Source: an optimization exercise on an open RTL-to-GDS flow (aim: small area and a short achievable clock period). Production flows keep margins and buffers that such runs may drop.

## the baseline
// pipe_mul
module pipe_mul #(
    parameter int XLEN   = 32,
    parameter int STAGES = 4,
    parameter int TAG_W  = 4
) (
    input  logic                clk_i,
    input  logic                rst_i,
    input  logic                req_i,
    input  logic                flush_i,
    input  logic [1:0]          op_i,
    input  logic [XLEN-1:0]     a_i,
    input  logic [XLEN-1:0]     b_i,
    input  logic [TAG_W-1:0]    tag_i,
    output logic                ready_o,
    output logic [XLEN-1:0]     result_o,
    output logic [2*XLEN-1:0]   product_o,
    output logic [TAG_W-1:0]    tag_o,
    output logic                busy_o
);
    logic [3:1] r_vld;
    logic [3:0] r_tag [1:3];
    always_ff @(posedge clk_i) begin
        if (!rst_i || flush_i) begin
            r_vld  <= '0;
            busy_o <= 1'b0;
        end else begin
            r_vld  <= {r_vld[2:1], req_i};
            busy_o <= req_i | r_vld[1] | r_vld[2];
        end
    end
    always_ff @(posedge clk_i) begin
        r_tag[1] <= tag_i;
        r_tag[2] <= r_tag[1];
        r_tag[3] <= r_tag[2];
    end
    logic w0;
    logic w1;
    logic w2;
    logic w3;
    logic w4;
    logic w5;
  ...
Size: about 3,300 cells after synthesis, about 450 flip-flops, about 180 I/O pins.
export LEC_CHECK = 0
export ABC_AREA = 1
export CAP_MARGIN = 20
export CORE_MARGIN = 2
export CORE_UTILIZATION = 40
export CTS_BUF_LIST = sky130_fd_sc_hd__clkbuf_4 sky130_fd_sc_hd__clkbuf_8
export CTS_CLUSTER_DIAMETER = 40
export CTS_CLUSTER_SIZE = 16
export SETUP_SLACK_MARGIN = 5
export SLEW_MARGIN = 20
export SYNTH_HIERARCHICAL = 1
create_clock -name core_clock -period 8.5 [get_ports {clk_i}]
standard.sh (not shown) runs the stock make flow with config.mk's settings and CLKGATE_MAP_FILE= SYNTH_SCRIPT=/design/flow/synth_recipe.tcl, a recipe that flattens the netlist after the stock synthesis.
==> flow/flow/run.sh <==
#!/bin/bash
# Standard layout with plain buf_2 port buffers and a clock tree without
# dummy loads; timing repair aims past the design's period (the SDC and its
# period are unchanged).
export BUFFER_PORTS_ARGS="-buffer_cell sky130_fd_sc_hd__buf_2"
export CTS_ARGS="-sink_clustering_enable -repair_clock_nets -sink_clustering_size 16 -sink_clustering_max_diameter 40 -buf_list {sky130_fd_sc_hd__clkbuf_4 sky130_fd_sc_hd__clkbuf_8} -dont_use_dummy_load"
bash standard.sh SETUP_SLACK_MARGIN=5.3 finish > standard.log 2>&1
The baseline | stages: all done | timing, DRC, antenna: all pass
--- input diff the baseline..the candidate ---
--- a/flow/design.v
+++ b/flow/design.v
@@ -4625,33 +4625,34 @@
         r3_w1630 <= w1630;
         r3_w1637 <= w1637;
         r3_w1641 <= w1641;
         r3_w1643 <= w1643;
         r3_w1642 <= w1642;
         r1_w3 <= w3;
         r2_r1_w3 <= r1_w3;
         r3_r2_r1_w3 <= r2_r1_w3;
     end
     logic [63:0] w_prod;
     assign w_prod = {w2192, w2191, w2190, w2189, w2188, w2187, w2186, w2185, w2184, w2183, w2182, w2181, w2180, w2179, w2178, w2177, w2176, w2175, w2174, w2173, w2172, w2171, w2170, w2169, w2168, w2167, w2166, w2165, w2164, w2163, w2162, w2161, w2160, w2159, w2158, w2157, w2156, w2155, w2154, w2153, w2152, w2151, w2150, w2149, w2148, w2147, w2146, w2145, w2144, w2143, w2142, w2141, w1752, r3_w1655, r3_w1653, r3_w1651, r3_w1649, r3_w1647, r3_w1645, r3_r2_w1139, r3_r2_w1137, r3_r2_w1135, r3_r2_w1133, r3_r2_w1131};
-    logic w_ld, w_hold, r_sel_lo, r_sel_hi;
+    logic w_ld, w_ldl, w_ldh, w_hold;
     assign w_ld   = rst_i & r_vld[3] & ~flush_i;
+    assign w_ldl  = w_ld & r3_r2_r1_w3;
+    assign w_ldh  = w_ld & ~r3_r2_r1_w3;
     assign w_hold = rst_i & ~(r_vld[3] & ~flush_i);
     always_ff @(posedge clk_i) begin
         ready_o   <= w_ld;
-        r_sel_lo  <= (r3_r2_r1_w3 & w_ld) | (r_sel_lo & w_hold);
-        r_sel_hi  <= (~r3_r2_r1_w3 & w_ld) | (r_sel_hi & w_hold);
         tag_o     <= (r_tag[3] & {4{w_ld}}) | (tag_o & {4{w_hold}});
         product_o <= (w_prod & {64{w_ld}}) | (product_o & {64{w_hold}});
+        result_o  <= (w_prod[31:0] & {32{w_ldl}}) | (w_prod[63:32] & {32{w_ldh}})
+                   | (result_o & {32{w_hold}});
     end
-    assign result_o = (product_o[31:0] & {32{r_sel_lo}}) | (product_o[63:32] & {32{r_sel_hi}});
 endmodule
 module pm_fa (
     input  logic a,
     input  logic b,
     input  logic c,
     output logic s,
     output logic co
 );
     assign s  = a ^ b ^ c;
     assign co = (a & b) | (a & c) | (b & c);
 endmodule
--- outcome ---
The candidate completed; timing, DRC and antenna clean. The required time of the worst setup path number comes out lower for the baseline vs the candidate. Via count (the candidate vs. the baseline) increases by a few percent. Overall die area in the candidate is 2.8% higher than in the baseline. Share of layout cells above drive strength 1 for the candidate: 1.1 points down relative to the baseline. From the baseline to the candidate the numbers moved as follows: cell area went up 2.4%; mapped cell area went up 2.8%. Looking at global-route track usage on met3, the candidate sits 1.6 points lower than the baseline does. Compared with the baseline, the candidate is hungrier on power. Final worst-path setup slack: lower on the baseline.
No run of this note included a check of the RTL's function; only the layout flow was run.

port drivers added, routing unchanged:
In the flow no input, the clock included, has a driving cell. The finished layouts below were timed again as built, in two steps.
Step 1 (the two cells are an assumption about what drives the block):
set clk [get_ports {clk_i}]
set_driving_cell -lib_cell sky130_fd_sc_hd__clkbuf_16 $clk
set_driving_cell -lib_cell sky130_fd_sc_hd__buf_2 [delete_from_list [all_inputs] $clk]
Step 2 times the ports against the registers' clock, not the clock port: input delays grow and output delays shrink by t, the midpoint of the rising clock arrivals with the driver on.
a / b / c = ideal ports / drivers / drivers and shift; a / b = the first two.
| run | shift t [ns] | setup slack, ns | worst setup path after step 2 | cell pins on the clock port's net |
|---|---|---|---|---|
| the baseline | 0.706 | 5.099 / 5.034 / 4.892 | input to register | 1 |
| the candidate | 0.707 | 5.330 / 5.330 / 4.920 | input to register | 1 |
After both steps setup and hold are still met in every run listed. For the candidate, which loses most, drivers alone change the setup slack by 0.000 ns; drivers and shift together by -0.410 ns.
